Background: an optimization exercise with open tools, aiming at small area, a short achievable clock period and few clock cycles. Do not read the settings as production practice.
At most, simulation tests tie the RTL to the original design; equivalence was not proved.

==> flow/design.v (excerpt) <==
module systolic_ws_stream (
    input  logic        clk,
    input  logic        rst,
    input  logic        start_i,
    input  logic        reuse_w_i,
    input  logic        w_valid_i,
    input  logic [31:0] w_data_i,
    output logic        w_ready_o,
    input  logic        a_valid_i,
    input  logic [31:0] a_data_i,
    input  logic        a_last_i,
    output logic        a_ready_o,
    output logic        o_valid_o,
    output logic [71:0] o_data_o,
    output logic        busy_o,
    output logic        done_o
);
Settings: LEC_CHECK=0, CAP_MARGIN=20, CORE_MARGIN=2, CORE_UTILIZATION=40, CTS_CLUSTER_DIAMETER=120, CTS_CLUSTER_SIZE=25, SETUP_SLACK_MARGIN=4.55, SLEW_MARGIN=20, SYNTH_HIERARCHICAL=1; clock period 7.0 ns.
standard.sh (not shown) runs the stock make flow with config.mk's settings and CLKGATE_MAP_FILE= SYNTH_SCRIPT=/design/flow/synth_recipe.tcl, a recipe that flattens the netlist after the stock synthesis.
==> flow/flow/run.sh <==
#!/bin/bash
# Own layout flow: the standard ORFS flow (standard.sh, which also runs the
# standard synthesis unchanged), with one change: the buffers that ORFS puts on
# every input and output port are sky130_fd_sc_hd__buf_2 cells instead of the
# delay buffers it picks by default. Each make run logs to its own file here.
set -euo pipefail
bash standard.sh synth > synth.log 2>&1
bash standard.sh "BUFFER_PORTS_ARGS=-buffer_cell sky130_fd_sc_hd__buf_2" finish > layout.log 2>&1
Testbench counts at the start, summed over its fixed seeds: cycles 4,679.
==> next run, changes <==
==> flow/run.sh (new file) <==
#!/bin/bash
# synth_recipe.tcl (not shown) runs the flow's synth.tcl, then flattens the netlist and writes it again
# the make line also repeats each setting of config.mk as NAME=value (left out here)
make -C /OpenROAD-flow-scripts/flow DESIGN_CONFIG=/design/flow/config.mk WORK_HOME=/design/flow/orfs CLKGATE_MAP_FILE= SYNTH_SCRIPT=/design/flow/synth_recipe.tcl finish
removed: flow/flow/run.sh
removed: flow/standard.sh
Outcome: The changed run completed with no timing, DRC or antenna violations; area after synthesis stays the same; design area is higher by 1.5%; clock-buffer cell count goes up by 2; global-route usage went down by 0.41 points; core utilization came out higher by 0.67 points.

* * *

Starting RTL as in the previous note.
// systolic_ws_stream
module systolic_ws_stream (
    input  logic        clk,
    input  logic        rst,
    input  logic        start_i,
    input  logic        reuse_w_i,
    input  logic        w_valid_i,
    input  logic [31:0] w_data_i,
    output logic        w_ready_o,
    input  logic        a_valid_i,
    input  logic [31:0] a_data_i,
    input  logic        a_last_i,
    output logic        a_ready_o,
    output logic        o_valid_o,
    output logic [71:0] o_data_o,
    output logic        busy_o,
    output logic        done_o
);
    logic       busy_q, wRdy_q, aRdy_q, wOk_q, done_q;
    logic [1:0] wCnt_q;
    logic       oValid_q;
    logic [2:0] vPipe_q, lPipe_q;
    logic       startEv, wBeat, aBeat, wLast;
    assign startEv = start_i & ~busy_q;
    assign wBeat   = w_valid_i & wRdy_q;
    assign aBeat   = a_valid_i & aRdy_q;
    assign wLast   = wBeat & (wCnt_q == 2'd3);
    always_ff @(posedge clk or posedge rst) begin
        if (rst) begin
            busy_q   <= 1'b0;
            wRdy_q   <= 1'b0;
            aRdy_q   <= 1'b0;
            wCnt_q   <= 2'd0;
            wOk_q    <= 1'b0;
            vPipe_q  <= '0;
            lPipe_q  <= '0;
            oValid_q <= 1'b0;
            done_q   <= 1'b0;
        end else begin
            if (startEv) begin
  ...
clock: 7.0 ns
lec_check: 0
cap_margin: 20
core_margin: 2
core_utilization: 40
cts_cluster_diameter: 120
cts_cluster_size: 25
setup_slack_margin: 4.42
slew_margin: 20
synth_hierarchical: 1
==> flow/flow/run.sh <==
#!/bin/bash
# Own layout flow: the standard ORFS flow (standard.sh, which also runs the
# standard synthesis unchanged), with one change: the buffers that ORFS puts on
# every input and output port are sky130_fd_sc_hd__buf_2 cells instead of the
# delay buffers it picks by default. Each make run logs to its own file here.
set -euo pipefail
bash standard.sh synth > synth.log 2>&1
bash standard.sh "BUFFER_PORTS_ARGS=-buffer_cell sky130_fd_sc_hd__buf_2" finish > layout.log 2>&1
The starting point completed with no timing, DRC or antenna violations.
Testbench counts at the start, summed over its fixed seeds: cycles 4,679.
Next try:
SETUP_SLACK_MARGIN = 4.47   (was 4.42)
What happened: Design area stays flat; count of clock-buffer cells in the layout does not change; register-to-register slack improves by 0.05 ns; worst setup slack improved by 0.0070 ns; global-route usage hardly moves.

* * *

systolic_ws_stream, a different RTL version from the one above (not shown whole).
For scale: roughly 3200 cells after synthesis, about 150 I/O pins.
Settings: LEC_CHECK=0, CAP_MARGIN=20, CORE_MARGIN=2, CORE_UTILIZATION=40, SETUP_SLACK_MARGIN=4.5, SLEW_MARGIN=20, SYNTH_HIERARCHICAL=1; clock period 7.0 ns.
run.sh (not shown) runs the stock make flow with config.mk's settings and CLKGATE_MAP_FILE= SYNTH_SCRIPT=/design/flow/synth_recipe.tcl, a recipe that flattens the netlist after the stock synthesis.
Stock flow here: none of the scripts above is used.
The starting point passed the timing, design-rule and antenna checks.
Change:
SETUP_SLACK_MARGIN = default   (was 4.5)
Result:
- global-route usage falls by 0.65 points
- worst setup slack is worse by 0.57 ns
- area after synthesis does not change
- synthesized cell count stays the same
- count of clock-buffer cells in the layout falls by 11
No functional check of the RTL was part of any run of this note.

* * *

Another version of the RTL of systolic_ws_stream (not shown whole).
For scale: ~3300 cells after synthesis, about 710 flip-flops, about 150 I/O pins, roughly 0.041 mm2 of cells after synthesis.
export LEC_CHECK = 0
export CAP_MARGIN = 20
export CORE_MARGIN = 2
export CORE_UTILIZATION = 40
export CTS_CLUSTER_DIAMETER = 120
export CTS_CLUSTER_SIZE = 25
export SETUP_SLACK_MARGIN = 4.47
export SLEW_MARGIN = 20
export SYNTH_HIERARCHICAL = 1
create_clock -name core_clock -period 7.0 [get_ports {clk}]
standard.sh (not shown) runs the stock make flow with config.mk's settings and CLKGATE_MAP_FILE= SYNTH_SCRIPT=/design/flow/synth_recipe.tcl, a recipe that flattens the netlist after the stock synthesis.
Scripts as last shown in full above: flow/flow/run.sh
The first run passed the timing, design-rule and antenna checks.
Testbench counts at the start, summed over its fixed seeds: cycles 4,679.
Edit:
--- a/flow/config.mk
+++ b/flow/config.mk
@@ -9,3 +9,3 @@
 export CORE_MARGIN = 2
-export CORE_UTILIZATION = 40
+export CORE_UTILIZATION = 50
 export CTS_CLUSTER_DIAMETER = 120
The new run completed without violations. Register-to-register slack improved by 0.03 ns. Sequential cell count stays the same. Wire length grows by about 0.65%. Non-clock buffer count shrinks by 9. Cell count shrinks by about 7%. Worst setup slack got worse by 0.011 ns. Clock-buffer cell count shrinks by 3.

* * *

Another version of the RTL of systolic_ws_stream (not shown whole).
For scale: ~760 flip-flops, roughly 150 I/O pins, about 43000 µm² of cells after synthesis.
make LEC_CHECK=0 CAP_MARGIN=20 CORE_MARGIN=2 CORE_UTILIZATION=55 CTS_CLUSTER_DIAMETER=120 CTS_CLUSTER_SIZE=25 PLACE_DENSITY=0.72 SETUP_SLACK_MARGIN=4.4 SLEW_MARGIN=20 SYNTH_HIERARCHICAL=1 finish   # period 7.0 ns
run.sh (not shown) runs the stock make flow with config.mk's settings and CLKGATE_MAP_FILE= SYNTH_SCRIPT=/design/flow/synth_recipe.tcl, a recipe that flattens the netlist after the stock synthesis.
Stock flow here: none of the scripts above is used.
Testbench counts at the start, summed over its fixed seeds: cycles 4,679.
==> next run, changes <==
CORE_UTILIZATION = 40   (was 55)
CTS_CLUSTER_DIAMETER = 60   (was 120)
CTS_CLUSTER_SIZE = 40   (was 25)
PLACE_DENSITY = not set   (was 0.72)
Outcome: Area after synthesis is unchanged. Via count is about the same. Worst hold slack barely changes. First-iteration DRC count went down by 16%. Clock-buffer cell count went up by 38. Final area went up by 5.0%. Flip-flop and latch count stays the same. Wire length went up by 5.4%. Global-route usage went down by 6.5 points. Register-to-register slack improved by 0.02 ns. Utilization went down by 14 points.

-- what the ideal ports hide --
The flow's constraints put no driver on any port. The routed layouts listed below were extracted and timed again, unchanged, in two steps. Step 1 assumes that a clkbuf_16 drives the clock port and a buf_2 every other input. Step 2 times the ports against the registers' clock, not the clock port: input delays grow and output delays shrink by t, the midpoint of the rising clock arrivals with the driver on. a / b / c = ideal ports / drivers / drivers and shift; a / b = the first two.
| run | t (ns) | setup slack, ns | hold WS [ns] | clock arrival spread, ns | cell pins on the clock port's net |
|---|---|---|---|---|---|
| the first run of note 1 | 0.666 | 4.458 / 4.394 / 4.222 | 0.333 / 0.333 / 0.333 | 0.061 / 0.061 | 1 |
| the second run of note 1 | 0.665 | 4.431 / 4.364 / 3.994 | 0.328 / 0.328 / 0.328 | 0.050 / 0.051 | 1 |
| the first run of note 2 | 0.659 | 4.462 / 4.396 / 4.160 | 0.335 / 0.335 / 0.335 | 0.022 / 0.022 | 1 |
| the second run of note 2 | 0.659 | 4.469 / 4.403 / 4.147 | 0.335 / 0.335 / 0.335 | 0.023 / 0.023 | 1 |
| the first run of note 3 | 0.703 | 4.365 / 4.351 / 3.884 | 0.324 / 0.324 / 0.324 | 0.040 / 0.039 | 1 |
| the second run of note 3 | 0.705 | 3.795 / 3.795 / 3.219 | 0.326 / 0.326 / 0.326 | 0.038 / 0.037 | 1 |
| the first run of note 4 | 0.656 | 4.493 / 4.425 / 4.181 | 0.326 / 0.326 / 0.326 | 0.043 / 0.042 | 1 |
| the second run of note 4 | 0.662 | 4.482 / 4.415 / 4.267 | 0.322 / 0.322 / 0.322 | 0.032 / 0.032 | 1 |
| the first run of note 5 | 0.671 | 4.386 / 4.362 / 3.907 | 0.327 / 0.327 / 0.327 | 0.051 / 0.051 | 1 |
| the second run of note 5 | 0.712 | 4.391 / 4.323 / 3.786 | 0.328 / 0.328 / 0.328 | 0.050 / 0.050 | 1 |
After both steps setup and hold are still met in every run listed. The setup slack of the second run of note 5, which loses most, moves by -0.068 ns with the drivers and by -0.605 ns with both steps.
